From an optimization exercise on the open Yosys and OpenROAD flow, aimed at small area, a short achievable clock period and few clock cycles; shortcuts taken in it are not production practice.
The RTL of this run was laid out without a check of its function.
Power is estimated from default activity; no workload was simulated.

## flow/flow/run.sh

```bash
#!/bin/bash
# Standard layout, with the port buffers made from the smallest buffer
# instead of the default pick; every port still gets its own buffer.
set -o pipefail
cp standard.sh standard.sh.txt
export BUFFER_PORTS_ARGS="-buffer_cell sky130_fd_sc_hd__buf_1"
bash standard.sh > standard.log 2>&1
```

## flow/config.mk

```make
export PLATFORM = sky130hd
export DESIGN_NAME = moment_engine_top
export DESIGN_NICKNAME = moment_engine_top
export VERILOG_FILES = /design/flow/design.v
export SDC_FILE = /design/flow/constraint.sdc
export NUM_CORES = 4
export LEC_CHECK = 0
export CAP_MARGIN = 20
export CORE_MARGIN = 2
export CORE_UTILIZATION = 60
export SETUP_SLACK_MARGIN = 4.8
export SLEW_MARGIN = 20
```

## flow/standard.sh

```bash
#!/bin/bash
# synth_recipe.tcl (not shown) runs the flow's synth.tcl, then flattens the netlist and writes it again
# the make line also repeats each setting of config.mk as NAME=value (left out here)
make -C /OpenROAD-flow-scripts/flow DESIGN_CONFIG=/design/flow/config.mk WORK_HOME=/design/flow/orfs CLKGATE_MAP_FILE= SYNTH_SCRIPT=/design/flow/synth_recipe.tcl "${@:-finish}"
```

## flow/design.v

```verilog
package moment_pkg;
   typedef logic [8-1:0]    pix_t;
   typedef logic [9-1:0]    coord_t;
   typedef logic [17-1:0]   addr_t;
   typedef logic [29-1:0] moment_t;
   typedef logic [13-1:0]   cent_t;
   typedef struct packed {
      coord_t img_dim;
      addr_t  start_addr;
   } img_cfg_t;
   typedef struct packed {
      coord_t x;
      coord_t y;
   } coord_pair_t;
   typedef struct packed {
      logic  en;
      addr_t addr;
   } mem_rd_t;
   typedef struct packed {
      moment_t m00;
      moment_t m10;
      moment_t m01;
   } moments_t;
   typedef struct packed {
      cent_t x_mc;
      cent_t y_mc;
   } centroid_t;
endpackage
`timescale 1ns/100ps
module moment_engine_top
(
   input  logic                                  clk,
   input  logic                                  rst_n,
   input  logic                                  req_i,
   input  logic [9+17-1:0] cfg_i,
   output logic                                  ack_o,
   output logic [17:0]               mem_rd_o,
   input  logic [8-1:0]              rdata_i,
   output logic [3*29-1:0]         moments_o,
   output logic [2*13-1:0]           centroid_o
);
   localparam int m00_w = 20;
   localparam int m1_w  = 25;
   localparam int row_w = 14;
   localparam int q_w   = 9;
   typedef enum logic [2:0] {
      st_idle,
      st_sq,
      st_add_lo,
      st_add_hi,
      st_read,
      st_drain,
      st_div,
      st_ack
   } state_t;
   state_t               state;
   logic                 rd_en;
   logic [11:0]          addr_lo;
   logic [4:0]           addr_hi;
   logic                 addr_c;
   logic [5:0]           x_cnt;
   logic [5:0]           y_cnt;
   logic                 row_first;
   logic                 img_first;
   logic                 v1;
   logic                 f1;
   logic                 l1;
   logic                 fi1;
   logic                 v2;
   logic                 f2;
   logic                 l2;
   logic                 g2;
   logic                 clr;
   logic                 f3;
   logic                 l3;
   logic [7:0]           pix_q;
   logic                 ld_m01;
   logic                 ld_m10;
   logic                 div_x;
   logic                 ack_q;
   logic [m00_w-1:0]     m00;
   logic [m1_w-1:0]      m10;
   logic [m1_w-1:0]      m01;
   logic [5:1]           m10_c;
   logic [5:1]           m01_c;
   logic [m1_w-1:0]      m10_op;
   logic [m1_w-1:0]      m01_op;
   logic [m1_w-1:0]      m10_sum;
   logic [m1_w-1:0]      m01_sum;
   logic [6:1]           m10_co;
   logic [6:1]           m01_co;
   logic [row_w-1:0]     row_sum;
   logic [m00_w-1:0]     rem;
   logic [q_w-1:0]       dvd_lo;
   logic [q_w-1:0]       quo_y;
   logic [5:0]           dim;
   logic [16:0]          start_addr;
   logic [11:0]          sq_m1;
   logic                 x_last;
   logic                 y_last;
   logic                 last_rd;
   logic                 drained;
   assign dim        = cfg_i[22:17];
   assign start_addr = cfg_i[16:0];
   assign x_last  = (x_cnt == 6'd1);
   assign y_last  = (y_cnt == 6'd1);
   assign last_rd = x_last && y_last;
   assign drained = !v1 && !v2 && (m01_c == '0);
   localparam logic [64*12-1:0] sq_table = {
      12'd3968,
      12'd3843,
      12'd3720,
      12'd3599,
      12'd3480,
      12'd3363,
      12'd3248,
      12'd3135,
      12'd3024,
      12'd2915,
      12'd2808,
      12'd2703,
      12'd2600,
      12'd2499,
      12'd2400,
      12'd2303,
      12'd2208,
      12'd2115,
      12'd2024,
      12'd1935,
      12'd1848,
      12'd1763,
      12'd1680,
      12'd1599,
      12'd1520,
      12'd1443,
      12'd1368,
      12'd1295,
      12'd1224,
      12'd1155,
      12'd1088,
      12'd1023,
      12'd960,
      12'd899,
      12'd840,
      12'd783,
      12'd728,
      12'd675,
      12'd624,
      12'd575,
      12'd528,
      12'd483,
      12'd440,
      12'd399,
      12'd360,
      12'd323,
      12'd288,
      12'd255,
      12'd224,
      12'd195,
      12'd168,
      12'd143,
      12'd120,
      12'd99,
      12'd80,
      12'd63,
      12'd48,
      12'd35,
      12'd24,
      12'd15,
      12'd8,
      12'd3,
      12'd0,
      12'd4095
   };
   assign sq_m1 = sq_table[12*x_cnt +: 12];
   always_ff @(posedge clk or negedge rst_n)
   begin
      if (!rst_n)
      begin
         state <= st_idle;
         rd_en <= 1'b0;
         ack_q <= 1'b0;
         v1    <= 1'b0;
         v2    <= 1'b0;
      end
      else
      begin
         v1 <= rd_en;
         v2 <= v1;
         case (state)
            st_idle:
               if (req_i)
                  state <= st_sq;
            st_sq:
               state <= st_add_lo;
            st_add_lo:
               state <= st_add_hi;
            st_add_hi:
            begin
               state <= st_read;
               rd_en <= 1'b1;
            end
            st_read:
               if (last_rd)
               begin
                  state <= st_drain;
                  rd_en <= 1'b0;
               end
            st_drain:
               if (drained)
                  state <= st_div;
            st_div:
               if (x_last && div_x)
               begin
                  state <= st_ack;
                  ack_q <= 1'b1;
               end
            default:
               if (!req_i)
               begin
                  state <= st_idle;
                  ack_q <= 1'b0;
               end
         endcase
      end
   end
   always_ff @(posedge clk)
   begin
      case (state)
         st_idle:
         begin
            {addr_hi, addr_lo} <= start_addr;
            x_cnt              <= dim;
            y_cnt              <= dim;
         end
         st_sq:
            {y_cnt, x_cnt} <= sq_m1;
         st_add_lo:
         begin
            {addr_c, addr_lo} <= {1'b0, addr_lo} + {1'b0, y_cnt, x_cnt};
            x_cnt             <= dim;
            y_cnt             <= dim;
            row_first         <= 1'b1;
            img_first         <= 1'b1;
         end
         st_add_hi:
            addr_hi <= addr_hi + 5'(addr_c);
         st_read:
         begin
            addr_lo   <= addr_lo - 1'b1;
            if (addr_lo == '0)
               addr_hi <= addr_hi - 1'b1;
            img_first <= 1'b0;
            if (x_last)
            begin
               x_cnt     <= dim;
               y_cnt     <= y_cnt - 1'b1;
               row_first <= 1'b1;
            end
            else
            begin
               x_cnt     <= x_cnt - 1'b1;
               row_first <= 1'b0;
            end
         end
         st_drain:
         begin
            x_cnt <= 6'd9;
            div_x <= 1'b0;
         end
         st_div:
         begin
            x_cnt <= x_cnt - 1'b1;
            if (x_last)
            begin
               x_cnt <= 6'd9;
               div_x <= 1'b1;
            end
         end
         default:
            x_cnt <= dim;
      endcase
   end
   always_ff @(posedge clk)
   begin
      f1      <= row_first;
      l1      <= x_last;
      fi1     <= img_first;
      pix_q   <= rdata_i;
      f2      <= f1;
      l2      <= l1;
      clr     <= v1 && fi1;
      g2      <= v1 && !f1;
      f3      <= v2 && f2;
      l3      <= v2 && l2;
      row_sum <= (f2 ? row_w'(0) : row_sum) + row_w'(pix_q);
      m00     <= clr ? m00_w'(0) : m00 + (l3 ? m00_w'(row_sum) : m00_w'(0));
      m10     <= clr ? m1_w'(0)  : m10_sum;
      m10_c   <= clr ? 5'd0      : m10_co[5:1];
      m01     <= clr ? m1_w'(0)  : m01_sum;
      m01_c   <= clr ? 5'd0      : m01_co[5:1];
   end
   assign m10_op = g2 ? m1_w'(row_sum) : m1_w'(0);
   assign m01_op = f3 ? m1_w'(m00) : m1_w'(0);
   logic [m1_w:0] m10_rc;
   logic [m1_w:0] m01_rc;
   always_comb
   begin
      for (int i = 0; i < m1_w; i++)
      begin
         if (i == 0)
         begin
            m10_rc[i] = 1'b0;
            m01_rc[i] = 1'b0;
         end
         else if (i == 4 || i == 8 || i == 12 || i == 16 || i == 20)
         begin
            m10_co[i / 4] = m10_rc[i];
            m01_co[i / 4] = m01_rc[i];
            m10_rc[i] = m10_c[i / 4];
            m01_rc[i] = m01_c[i / 4];
         end
         m10_sum[i]  = m10[i] ^ m10_op[i] ^ m10_rc[i];
         m10_rc[i+1] = (m10[i] & m10_op[i]) | (m10[i] & m10_rc[i]) | (m10_op[i] & m10_rc[i]);
         m01_sum[i]  = m01[i] ^ m01_op[i] ^ m01_rc[i];
         m01_rc[i+1] = (m01[i] & m01_op[i]) | (m01[i] & m01_rc[i]) | (m01_op[i] & m01_rc[i]);
      end
      m10_co[6] = m10_rc[m1_w];
      m01_co[6] = m01_rc[m1_w];
   end
   logic [m1_w-1:0]   dvd;
   logic [m00_w:0]    trial;
   logic [m00_w+1:0]  diff;
   logic              q_bit;
   assign dvd   = ld_m01 ? m01 : m10;
   assign trial = {rem, dvd_lo[q_w-1]};
   assign diff  = {1'b0, trial} - {2'b0, m00};
   assign q_bit = !diff[m00_w+1] && (m00 != '0);
   always_ff @(posedge clk)
   begin
      ld_m01 <= ((state == st_read) && last_rd) || ((state == st_drain) && !drained);
      ld_m10 <= (state == st_div) && (x_cnt == 6'd2) && !div_x;
      if (ld_m01 || ld_m10)
         rem <= m00_w'(dvd[m1_w-1:6]);
      else
         rem <= q_bit ? diff[m00_w-1:0] : trial[m00_w-1:0];
      if (ld_m01 || ld_m10)
         dvd_lo <= {dvd[5:0], 3'd0};
      else if (state == st_div)
         dvd_lo <= {dvd_lo[q_w-2:0], q_bit};
      if (ld_m10)
         quo_y <= {dvd_lo[q_w-2:0], q_bit};
   end
   assign ack_o      = ack_q;
   assign mem_rd_o   = {rd_en, addr_hi, addr_lo};
   assign moments_o  = {9'd0, m00, 4'd0, m10, 4'd0, m01};
   assign centroid_o = {4'd0, dvd_lo, 4'd0, quo_y};
endmodule
```

## flow/constraint.sdc

```tcl
create_clock -name core_clock -period 7.5 [get_ports {clk}]
set_input_delay 1.5000 -clock core_clock [delete_from_list [all_inputs] [get_ports {clk}]]
set_output_delay 1.5000 -clock core_clock [all_outputs]
set_load 0.01 [all_outputs]
```

==> flow_metrics.env <==
export IMPL_cp_endpoint="rem[18]$_DFF_P_"
export IMPL_synth_xor_area_frac=0.0570
export IMPL_cp_num_cells=12
export IMPL_fin_skew_ns=0.0107
export IMPL_whs_ns=0.340
export IMPL_drc=0
export IMPL_area_growth_pct=16.7
export IMPL_cpMostUsedCell="inv_2"
export IMPL_arrival_ns=3.06
export IMPL_reg2regPathDepth=12
export IMPL_die_y_microns=143
export IMPL_dp_cells=1574
export IMPL_cts_sinks=191
export IMPL_slew_viol_final=0
export IMPL_end_kind="register"
export IMPL_netlist_area_sq_um=11500
export IMPL_ant_nets=0
export IMPL_power_density_nw_per_um2=431
export IMPL_multi_input_area_sq_um=6910
export IMPL_buffer_ports_inserted=140
export IMPL_grtUsageTotal=0.299
export IMPL_hold_path_class="register to register"
export IMPL_drtPass1Iterations=6
export IMPL_crit_type="register to register"
export IMPL_timing_final_crit_share=0.364
export IMPL_clock_fmax_mhz=366
export IMPL_pin_count=169
export IMPL_synth_area_mux_share=0.0182
export IMPL_vias=9698
export IMPL_path_cells="inv_2 > ha_4 > inv_2 > fa_2 > a211oi_4 > o21ai_2 > a21oi_2 > nor2_2 > nor3_4 > mux2_4 > nor3_2 > o21ai_1"
export IMPL_clockBufferDepth=2
export IMPL_critPathLaunch="dvd_lo[8]$_DFFE_PP_"
export IMPL_dieArea_sq_um=20300
export IMPL_reg2reg_from="dvd_lo[8]$_DFFE_PP_"
export IMPL_tightestPinTransition_ns=0.931
export IMPL_power_mw=5.80
export IMPL_ys_flop_type="dfxtp_1"
export IMPL_setup_viol=0
export IMPL_layout_nets=1578
export IMPL_ir_drop_mv=0.212
export IMPL_ys_ff_latch=191
export IMPL_seqCellArea_sq_um=4400
export IMPL_n_fill_cell=1508
export IMPL_ys_top_cells_by_area="dfxtp_1, edfxtp_1, ha_1, fa_1, xnor2_1"
export IMPL_status="complete, no violations"
export IMPL_clk_pin_slew_ns=0.07
export IMPL_max_cap_violations=0
export IMPL_fp_dieW_microns=143
export IMPL_synth_seq_area_share=0.377
export IMPL_p_leak_nw=5.48
export IMPL_cp_slowest_cell="edfxtp_1"
export IMPL_rows=50
export IMPL_drive_gt1_frac=0.128
export IMPL_tns_ns=0
export IMPL_ys_async_sr_fraction=0.0366
export IMPL_max_stage_delay_ns=0.43
export IMPL_cts_tree="yes"
export IMPL_synth_cells=1244
export IMPL_via_per_inst=5.82
export IMPL_synth_cell_types=71
export IMPL_path_delay_family="compound AO/OA/AOI/OAI gates"
export IMPL_hpwl_mm=21.5
export IMPL_grt_pass1_wl_mm=46.9
export IMPL_synth_edff_count=48
export IMPL_synth_warnings=1
export IMPL_clock_latency_ns=0.44
export IMPL_htreeDepth=4
export IMPL_clock_root_buffer="clkbuf_16"
export IMPL_syn_avg_cell_area_sq_um=9.26
export IMPL_first_global_vias=8899
export IMPL_hold_viol_final=0
export IMPL_antenna_diode_count=0
export IMPL_period_needed_ns=2.73
export IMPL_synth_most_common_cell="dfxtp_1"
export IMPL_crit_buf_inv=2
export IMPL_coreArea_sq_um=18800
export IMPL_path_max_fanout=4
export IMPL_grt_overflow_total=0
export IMPL_cts_made_buffers=17
export IMPL_antenna_found_initial=0
export IMPL_drtIter0Drc=707
export IMPL_gp_congestion=0.897
export IMPL_start_util=0.614
export IMPL_slew_headroom=0.379
export IMPL_rsz0062_at_grt="true"
export IMPL_synth_compound_area_frac=0.160
export IMPL_worstPathRequired_ns=7.83
export IMPL_grt_max_degree=81
export IMPL_r2r_setup_slack_ns=4.77
export IMPL_synthAdderAreaFrac=0.156
export IMPL_wl_per_cell_microns=18.4
export IMPL_synthSimpleGateAreaFrac=0.176
export IMPL_synth_top_family_by_area="simple AND/OR/NAND/NOR gates"
export IMPL_yosys_area_top_type="dfxtp_1"
export IMPL_synth_common_cells="dfxtp_1, nor2_1, nand2_1"
export IMPL_worst_setup_path_start_kind="register"
export IMPL_reg2reg_to="rem[18]$_DFF_P_"
export IMPL_synth_top_area_frac=0.236
export IMPL_wl_mm=30.8
export IMPL_finalNonFillerCells=1667
## cell usage in the layout (no fill, tap or decap), types with 35 or more instances in the layout
master    netlist  routed
o21ai_0        52      47
buf_1           5     140
nand2_1       103     103
nor2b_1        64      62
dfxtp_1       136     116
and2_1         45      45
xnor2_1        50      50
fa_1           37      35
nor2_1        114     109
a21oi_1        79      69
buf_4          26      60
ha_1           84      74
edfxtp_1       48      48
inv_1          67      63
## cell type report
type | count | area share
multi-input cells | 936 | 0.514
clock buffers | 20 | 0.0348
well taps | 234 | 0.0218
flip-flops and latches | 191 | 0.328
repair buffers | 201 | 0.0730
clock inverters | 12 | 0.00689
repair inverters | 2 | 0.00130
inverters | 71 | 0.0210
## kinds of logic after synthesis
kind of cell | after synthesis
mux | 20
xor+xnor | 75
compound gates | 282
fa+ha+maj | 121
flops | 191
buf+inv | 141
other cells | 1
simple gates | 413
## report_power, final
group / switching [mW] / leakage [nW] / total, mW / internal, mW
logic: 1.78 / 3.55 / 3.15 / 1.37
registers: 0.351 / 1.65 / 1.76 / 1.41
clock network: 0.423 / 0.276 / 0.883 / 0.460
total: 2.56 / 5.48 / 5.80 / 3.24
## registers in the layout, indices dropped and copies added (netlist names), 3 cells and up
signal	cells
m01	25
m00	20
quo_y	9
pix_q	8
addr_hi	5
rem	20
addr_lo	12
m10_c	5
m01_c	5
m10	25
x_cnt	6
dvd_lo	9
row_sum	14
state	3
y_cnt	6
## metal layers
layer / track usage / vias up / routed length, microns
li1: - / 4650 / -
met1: 0.439 / 4559 / 13900
met4: 0.0912 / 0 / 582
met2: 0.447 / 446 / 13600
met5: 0 / - / 0
met3: 0.0572 / 43 / 2670
## how the worst min path moves through the flow
stage / from / to / slack [ns] / depth (start not counted)
after floorplan: l1$_DFF_P_ / l2$_DFF_P_ / 0.31 / 0
after global placement: l1$_DFF_P_ / l2$_DFF_P_ / 0.31 / 0
after detailed placement: l1$_DFF_P_ / l2$_DFF_P_ / 0.31 / 0
after CTS: l1$_DFF_P_ / l2$_DFF_P_ / 0.33 / 0
after global routing: l1$_DFF_P_ / l2$_DFF_P_ / 0.35 / 0
final: img_first$_DFFE_PN_ / fi1$_DFF_P_ / 0.34 / 0
## timing repair
action,CTS,global route
resized for setup,48,54
endpoints found under the setup margin,55,48
gates cloned,0,2
pin swaps,8,16
hold buffers,0,0
buffers inserted,17,42
## stage by stage
step	utilization	worst slack (ns)	area, sq um
after floorplan	-	4.80	11600
after global placement	0.644	3.99	12100
after detailed placement	0.644	3.97	12100
after CTS	0.688	4.73	12900
after global routing	0.716	4.68	13400
final	0.716	4.77	13400

-- afterwards: timing with drivers on the ports --
The flow's constraints put no driver on any port. The routed layout listed below was extracted and timed again, unchanged, in two steps. Step 1 assumes that a clkbuf_16 drives the clock port and a buf_2 every other input. Step 2 times the ports against the registers' clock, not the clock port: input delays grow and output delays shrink by t, the midpoint of the rising clock arrivals with the driver on. Three values: no drivers, after step 1, after step 2; two values: the first two.
t, ns: 0.487
setup slack, ns: 4.768 / 4.768 / 4.768
worst setup path at the end: register to register
pins driven straight from the clock port: 1
After both steps this run still meets setup and hold. The setup slack of this run moves by 0.000 ns with the drivers and by 0.000 ns with both steps.
